Background: an optimization exercise with open tools, aiming at small area, a short achievable clock period and few clock cycles. Do not read the settings as production practice. Function was checked by simulation only, so behaviour that the tests miss may differ from the original.

== job 439 ==
## screlu_output_dot_product_core
module screlu_output_dot_product_core #(
    parameter int QA_LIMIT    = scrod_pkg::QA_LIMIT_DEF,
    parameter int QB_SCALE    = scrod_pkg::QB_SCALE_DEF,
    parameter int OUT_SCALE   = scrod_pkg::OUT_SCALE_DEF,
    parameter int NUM_BUCKETS = scrod_pkg::NUM_BUCKETS_DEF
) (
    input  logic                                clk,
    input  logic                                rst_n,
    input  logic                                push,
    output logic                                full,
    input  logic signed [scrod_pkg::ACT_W-1:0]  activation,
    input  logic signed [scrod_pkg::WGT_W-1:0]  weight,
    input  logic [scrod_pkg::BKT_W-1:0]         bucket,
    input  logic                                last,
    output logic                                empty,
    input  logic                                pop,
    output logic signed [scrod_pkg::EVAL_W-1:0] eval,
    input  logic                                cfg_we,
    input  logic [scrod_pkg::CFG_IDX_W-1:0]     cfg_index,
    input  logic [scrod_pkg::CFG_DAT_W-1:0]     cfg_data
);
Size in the first run: roughly 3600 cells after synthesis, ~650 flip-flops, roughly 100 I/O pins, ~0.037 mm^2 of cells after synthesis.
export LEC_CHECK = 0
export ABC_AREA = 1
export CAP_MARGIN = 20
export CORE_MARGIN = 2
export CORE_UTILIZATION = 40
export CTS_CLUSTER_DIAMETER = 100
export CTS_CLUSTER_SIZE = 30
export SETUP_SLACK_MARGIN = 5.0
export SLEW_MARGIN = 20
create_clock -name core_clock -period 8.5 [get_ports {clk}]
standard.sh (not shown) runs the stock make flow with config.mk's settings and CLKGATE_MAP_FILE= SYNTH_SCRIPT=/design/flow/synth_recipe.tcl, a recipe that flattens the netlist after the stock synthesis.
==> flow/flow/run.sh <==
#!/bin/bash
# Layout flow: the standard flow (standard synthesis, floorplan, placement, CTS,
# routing, finish) run whole through standard.sh, with two changes to how the layout
# is made: the port buffers are sky130_fd_sc_hd__buf_2 cells instead of the flow's
# default choice (every port still gets its buffer), and timing repair aims for a
# setup slack margin of SETUP_MARGIN ns. The clock period and constraints are the standard flow's.
set -euo pipefail
SETUP_MARGIN=5.3
export BUFFER_PORTS_ARGS="-buffer_cell sky130_fd_sc_hd__buf_2"
bash standard.sh SETUP_SLACK_MARGIN=$SETUP_MARGIN finish > standard_flow.log 2>&1
Testbench counts of job 439, summed over its fixed seeds: cycles 37,149.
Setup changes, job 439 to job 7499
- removing CTS_CLUSTER_SIZE (formerly 30)
- removing CTS_CLUSTER_DIAMETER (formerly 100)
==> flow/run.sh (new file) <==
#!/bin/bash
# synth_recipe.tcl (not shown) runs the flow's synth.tcl, then flattens the netlist and writes it again
# the make line also repeats each setting of config.mk as NAME=value (left out here)
make -C /OpenROAD-flow-scripts/flow DESIGN_CONFIG=/design/flow/config.mk WORK_HOME=/design/flow/orfs CLKGATE_MAP_FILE= SYNTH_SCRIPT=/design/flow/synth_recipe.tcl finish
removed: flow/flow/run.sh
removed: flow/standard.sh
- Per the comparison of job 7499 with job 439, number of vias per cell after detailed routing now smaller; final standard cell count with taps included and fillers excluded went up.
Relative to job 7499, the following input files were edited for job 6436:
- a change of SETUP_SLACK_MARGIN from 5.0 to 4.9
--- outcome ---
Higher post-CTS setup buffer count was reported by job 7499, not job 6436.
From job 7499 to job 6436 the numbers moved as follows: setup slack lower, number of cells on the critical path higher.
Looking at job 6436 and job 7499, the worst hold slack is a wash.
Of job 6436 and job 7499, it is job 6436 that has the lower cell area.
Fill cell instance count of the final layout: job 6436 vs job 7499, no meaningful difference
For job 6436, the end point of the critical path was t2_reg[29], unlike job 7499, where it was empty.
Maximum frequency: job 6436 < job 7499
#### Input delta (job 2672 over job 6436)
- SETUP_SLACK_MARGIN: 4.9 -> 5.0
- CTS_CLUSTER_DIAMETER: unset -> 90
- CTS_CLUSTER_SIZE: unset -> 25
==> flow/flow/run.sh (new file) <==
#!/bin/bash
# Layout flow: the standard flow (standard synthesis, floorplan, placement, CTS,
# routing, finish) run whole through standard.sh, with two changes to how the layout
# is made: the port buffers are sky130_fd_sc_hd__buf_2 cells instead of the flow's
# default choice (every port still gets its buffer), and timing repair aims for a
# setup slack margin of SETUP_MARGIN ns. The clock period and constraints are the standard flow's.
set -euo pipefail
SETUP_MARGIN=5.0
export BUFFER_PORTS_ARGS="-buffer_cell sky130_fd_sc_hd__buf_2"
bash standard.sh SETUP_SLACK_MARGIN=$SETUP_MARGIN finish > standard_flow.log 2>&1
==> flow/standard.sh (new file) <==
#!/bin/bash
# synth_recipe.tcl (not shown) runs the flow's synth.tcl, then flattens the netlist and writes it again
# the make line also repeats each setting of config.mk as NAME=value (left out here)
make -C /OpenROAD-flow-scripts/flow DESIGN_CONFIG=/design/flow/config.mk WORK_HOME=/design/flow/orfs CLKGATE_MAP_FILE= SYNTH_SCRIPT=/design/flow/synth_recipe.tcl "${@:-finish}"
removed: flow/run.sh
- Compared with job 6436, job 2672 shows a lower met1 global-route usage.
- | number of levels the H-tree was split into | job 2672 vs job 6436 | 1 lower |
- The routed wire length on met3 number comes out higher for job 2672 vs job 6436.
- Between job 6436 and job 2672, the sequential cell count does not differ in any meaningful way.
- Relative to job 6436, the CTS buffer count of job 2672 is lower by 36.
- Capture point of the critical path = t2_reg[29]: job 6436; capture point of the critical path = a_p3_reg[7]: job 2672
- Global-route wire length before repair was higher in the run labelled job 6436.
- Against job 6436, job 2672 comes in 5 higher on number of antenna violations at the first check in global routing.
- Area fraction in compound gates after synthesis came out exactly the same in job 2672 and job 6436.
- Job 2672 ends up with a worst setup slack that is 140 ps higher than in job 6436.
- Job 2672 gives less design area than job 6436 did.
- Looking at highest-delay cell along the critical path, the sky130_fd_sc_hd__clkdlybuf4s50_1 result is from job 6436; the sky130_fd_sc_hd__nand2_8 one comes from job 2672.
Here is what was changed in the inputs of job 9753 compared with job 2672.
- CTS_CLUSTER_DIAMETER: 90 -> unset
- CTS_CLUSTER_SIZE: 25 -> unset
==> flow/flow/run.sh <==
#!/bin/bash
# Layout flow: the standard flow (standard synthesis, floorplan, placement, CTS,
# routing, finish) unchanged, except that the port buffers are sky130_fd_sc_hd__buf_2
# cells instead of the flow's default choice. Every port still gets its buffer.
set -euo pipefail
export BUFFER_PORTS_ARGS="-buffer_cell sky130_fd_sc_hd__buf_2"
bash standard.sh finish > standard_flow.log 2>&1
Findings:
- Number of buffers inserted during clock tree synthesis ended up about 90% higher on job 9753 than on job 2672.
- Going from job 2672 to job 9753, register share of the cell area fell 1.1 points, clock-cell share of area rose by 2.5 points.
- Re path length in cells of the critical path: job 2672 was higher than job 9753.
Modified inputs, job 3395 compared to job 9753
- CTS_CLUSTER_SIZE: unset -> 30
- CTS_CLUSTER_DIAMETER: unset -> 100
==> flow/run.sh (new file) <==
#!/bin/bash
# synth_recipe.tcl (not shown) runs the flow's synth.tcl, then flattens the netlist and writes it again
# the make line also repeats each setting of config.mk as NAME=value (left out here)
make -C /OpenROAD-flow-scripts/flow DESIGN_CONFIG=/design/flow/config.mk WORK_HOME=/design/flow/orfs CLKGATE_MAP_FILE= SYNTH_SCRIPT=/design/flow/synth_recipe.tcl finish
removed: flow/flow/run.sh
removed: flow/standard.sh
Findings:
Changes observed in job 3395 relative to job 9753: met3 track utilization from global routing shrank by 1.2 points; register-to-register slack down 30 ps.
Of the two candidates, job 9753 has the worse final hold slack and job 3395 the better one.
From job 3395 to job 9753, max capacitance violation total did not move at all.
As far as remaining routing DRC violations goes, job 3395 and job 9753 are indistinguishable; the numbers are identical.
Summary of job 3395 over job 9753: critical path depth decreased by 6 relative to the old numbers, area growth from synthesis to layout dropped 2.1 points.

========
Setup of P:
Another version of the RTL of screlu_output_dot_product_core (not shown whole).
Size: about 100 I/O pins.
clock: 8.5 ns
lec_check: 0
cap_margin: 20
core_margin: 2
core_utilization: 40
setup_slack_margin: 4.6
slew_margin: 20
run.sh (not shown) runs the stock make flow with config.mk's settings and CLKGATE_MAP_FILE= SYNTH_SCRIPT=/design/flow/synth_recipe.tcl, a recipe that flattens the netlist after the stock synthesis.
Stock flow here: none of the scripts above is used.
Testbench counts of P, summed over its fixed seeds: cycles 37,123.
Setup changes, P to Q
- swapping 40 for 50 in CORE_UTILIZATION
- putting CTS_BUF_LIST at sky130_fd_sc_hd__clkbuf_8 sky130_fd_sc_hd__clkbuf_4 where nothing was set
Findings:
Compared to P, Q has share of the final layout cell area in sequential cells 0.48 points higher.
Against P, Q comes in 2 lower on number of detailed-route iterations in the first pass.
Compared to P, the router laid down more metal wire for Q.
The utilization number comes out lower for P vs Q.
Between P and Q, the total clock buffers created by CTS is higher for Q.

========
== fjord ==
screlu_output_dot_product_core, a different RTL version from the one above (not shown whole).
Size: ~2900 cells after synthesis, ~35000 sq um of cells after synthesis.
Settings: LEC_CHECK=0, ABC_AREA=0, CAP_MARGIN=20, CORE_MARGIN=2, CORE_UTILIZATION=40, CTS_CLUSTER_DIAMETER=90, CTS_CLUSTER_SIZE=25, SETUP_SLACK_MARGIN=5.0, SLEW_MARGIN=20; clock period 8.5 ns.
standard.sh (not shown) runs the stock make flow with config.mk's settings and CLKGATE_MAP_FILE= SYNTH_SCRIPT=/design/flow/synth_recipe.tcl, a recipe that flattens the netlist after the stock synthesis.
==> flow/flow/run.sh <==
#!/bin/bash
# Layout flow: the standard flow (standard synthesis, floorplan, placement, CTS,
# routing, finish) run whole through standard.sh, with two changes to how the layout
# is made: the port buffers are sky130_fd_sc_hd__buf_2 cells instead of the flow's
# default choice (every port still gets its buffer), and timing repair aims for a
# setup slack margin of SETUP_MARGIN ns. The clock period and constraints are the standard flow's.
set -euo pipefail
SETUP_MARGIN=4.9
export BUFFER_PORTS_ARGS="-buffer_cell sky130_fd_sc_hd__buf_2"
bash standard.sh SETUP_SLACK_MARGIN=$SETUP_MARGIN finish > standard_flow.log 2>&1
Testbench counts of fjord, summed over its fixed seeds: cycles 37,459.
Changes in juniper relative to fjord:
- a change of CTS_CLUSTER_SIZE from 25 to 27
- a change of ABC_AREA from 0 to 1
- a change of CTS_CLUSTER_DIAMETER from 90 to 95
diff --git a/flow/flow/run.sh b/flow/flow/run.sh
--- a/flow/flow/run.sh
+++ b/flow/flow/run.sh
@@ -7,3 +7,3 @@
 set -euo pipefail
-SETUP_MARGIN=4.9
+SETUP_MARGIN=5.3
 export BUFFER_PORTS_ARGS="-buffer_cell sky130_fd_sc_hd__buf_2"
Notes after the runs:
- In the flow results for fjord and juniper, the placed cell area is larger on juniper.
- In the metrics for fjord and juniper, the one carrying the higher inverter count of the layout excluding clock inverters is juniper.
- Against fjord, area of the core in juniper rose by a few percent.
- Re final period utilization: fjord was higher than juniper.
- Compared with fjord, in juniper post-detailed-routing wire length went up; area overhead of the layout relative to synthesis went down.
## Diff of input files: lagoon against juniper
- CTS_CLUSTER_SIZE changed from 27 to 25
- ABC_AREA changed from 1 to 0
- CTS_CLUSTER_DIAMETER changed from 95 to 90
## What came out
- Comparing lagoon and juniper, maximum fanout count along the critical path is higher on juniper.
- Count of standard-cell rows: lagoon < juniper
- Relative to juniper, aggregate routed wire length decreased by 5.9% in lagoon.
- lagoon against juniper: critical path depth went up 8, post-synthesis average cell area went up 21%.
- [compare] base=juniper new=lagoon: layout-stage area growth over the synthesis result increased by 5.8 points relative to the old numbers; wire length of the first global-routing pass now smaller.
Setup changes, lagoon to cedar
- a change of ABC_AREA from 0 to 1
[summary]
- Min maximum fanout along the worst path across cedar and lagoon: lagoon
- Looking at fraction of met1 tracks used by global routing, cedar sits 0.78 points above lagoon.
- Going from lagoon to cedar, area of the mapped netlist rose 5.8%; global-route wire length before repair rose 8.3%; shortest clock period the worst path allows after layout fell 0.74 ns; number of non-clock inverters in the layout rose 279.
- Most common cell after layout, fill and taps aside: edfxtp_1 -> lagoon, nand2_1 -> cedar

========
Another version of the RTL of screlu_output_dot_product_core (not shown whole).
For scale: about 660 flip-flops, ~100 I/O pins, roughly 0.037 sq mm of cells after synthesis.
Settings: LEC_CHECK=0, ABC_AREA=1, CAP_MARGIN=20, CORE_MARGIN=2, CORE_UTILIZATION=55, CTS_CLUSTER_DIAMETER=90, CTS_CLUSTER_SIZE=25, SETUP_SLACK_MARGIN=5.0, SLEW_MARGIN=20; clock period 8.5 ns.
==> flow/flow/run.sh <==
#!/bin/bash
# Layout flow: the standard flow (standard synthesis, floorplan, placement, CTS,
# routing, finish) run whole through standard.sh, with two changes to how the layout
# is made: the port buffers are sky130_fd_sc_hd__buf_2 cells instead of the flow's
# default choice (every port still gets its buffer), and timing repair aims for a
# setup slack margin of SETUP_MARGIN ns. The clock period and constraints are the standard flow's.
set -euo pipefail
SETUP_MARGIN=5.3
export BUFFER_PORTS_ARGS="-buffer_cell sky130_fd_sc_hd__buf_2"
bash standard.sh SETUP_SLACK_MARGIN=$SETUP_MARGIN finish > standard_flow.log 2>&1
The baseline went through all stages and came out clean.
Testbench counts at the start, summed over its fixed seeds: cycles 37,149.
==> next run, changes <==
--- a/flow/config.mk
+++ b/flow/config.mk
@@ -11 +11 @@
-export CORE_UTILIZATION = 55
+export CORE_UTILIZATION = 40
What happened: The changed run ran to the end with no violations. Sequential share of layout area grows by 0.19 points. Area after synthesis stays the same. Cell count is higher by a little under a tenth.
==> next run, changes <==
--- a/flow/flow/run.sh
+++ b/flow/flow/run.sh
@@ -8 +8 @@
-SETUP_MARGIN=5.3
+SETUP_MARGIN=5.5
Result: The changed run completed with no timing, DRC or antenna violations; final area came out higher by a few percent; critical path depth grows by 2; count of clock-buffer cells in the layout is higher by 1; cell count came out higher slightly; global-route usage increases by 0.45 points; via count went up by a few percent; worst setup slack loses 0.045 ns.

========
trial 23:
screlu_output_dot_product_core, a different RTL version from the one above (not shown whole).
For scale: about 3,800 cells after synthesis, roughly 580 flip-flops.
==> flow/config.mk <==
export PLATFORM = sky130hd
export DESIGN_NAME = screlu_output_dot_product_core
export DESIGN_NICKNAME = screlu_output_dot_product_core
export VERILOG_FILES = /design/flow/design.v
export SDC_FILE = /design/flow/constraint.sdc
export NUM_CORES = 4
export LEC_CHECK = 0
export ABC_AREA = 1
export CAP_MARGIN = 20
export CORE_MARGIN = 2
export CORE_UTILIZATION = 40
export SETUP_SLACK_MARGIN = 4.75
export SLEW_MARGIN = 20
==> flow/constraint.sdc <==
create_clock -name core_clock -period 8.5 [get_ports {clk}]
set_input_delay 1.7000 -clock core_clock [delete_from_list [all_inputs] [get_ports {clk}]]
set_output_delay 1.7000 -clock core_clock [all_outputs]
set_load 0.01 [all_outputs]
run.sh (not shown) runs the stock make flow with config.mk's settings and CLKGATE_MAP_FILE= SYNTH_SCRIPT=/design/flow/synth_recipe.tcl, a recipe that flattens the netlist after the stock synthesis.
Stock flow here: none of the scripts above is used.
Testbench counts of trial 23, summed over its fixed seeds: cycles 37,123.
Input changes introduced in trial 16 (baseline for comparison: trial 23):
-- flow/config.mk --
<<< trial 23, line 12
export SETUP_SLACK_MARGIN = 4.75
>>> trial 16, line 12
export SETUP_SLACK_MARGIN = 5.0
==> results.txt <==
- Of trial 16 and trial 23, it is trial 16 that has the higher proportion of layout cells with a drive suffix above 1.
- In the reports for trial 16 and trial 23, the smaller critical path's largest stage delay belongs to trial 23.
- Per the comparison of trial 16 with trial 23, multi-input logic area went up 3.2%, placed cell count held.

==> static timing again, ports no longer ideal <==
How much do the figures lean on ideal ports? The routed layouts below were timed once more, with nothing changed but the port constraints. Step 1 sets driving cells, clkbuf_16 on the clock port and buf_2 on the other inputs (assumed; they add their load-dependent delay and slew). Step 2 times the ports against the registers' clock, not the clock port: input delays grow and output delays shrink by t, the midpoint of the rising clock arrivals with the driver on. a / b / c = ideal / step 1 / step 2; a / b = the first two.
run | t, ns | setup WS [ns] | worst data-port slew with drivers (ns)
job 439 | 0.700 | 5.283 / 5.283 / 4.819 | 0.10
job 7499 | 0.711 | 5.108 / 5.041 / 4.440 | 0.13
job 6436 | 0.701 | 5.014 / 5.054 / 4.353 | 0.12
job 2672 | 0.682 | 5.150 / 5.191 / 4.512 | 0.10
job 9753 | 0.696 | 5.224 / 5.228 / 4.574 | 0.10
job 3395 | 0.718 | 5.103 / 5.036 / 4.455 | 0.13
P | 0.672 | 4.051 / 4.051 / 4.051 | 0.11
Q | 0.769 | 4.066 / 4.066 / 4.066 | 0.08
fjord | 0.657 | 4.821 / 4.821 / 4.821 | 0.12
juniper | 0.653 | 5.394 / 5.394 / 4.950 | 0.09
lagoon | 0.663 | 4.661 / 4.661 / 4.661 | 0.12
cedar | 0.662 | 5.405 / 5.405 / 4.908 | 0.10
the first run of note 4 | 0.651 | 5.375 / 5.375 / 4.890 | 0.15
the second run of note 4 | 0.674 | 5.400 / 5.400 / 4.808 | 0.09
the third run of note 4 | 0.675 | 5.354 / 5.354 / 4.961 | 0.10
trial 23 | 0.679 | 4.890 / 4.890 / 4.408 | 0.12
trial 16 | 0.671 | 4.807 / 4.807 / 4.494 | 0.09
After both steps every run listed still meets setup and hold. The setup slack of job 7499, which loses most, moves by -0.067 ns with the drivers and by -0.668 ns with both steps.
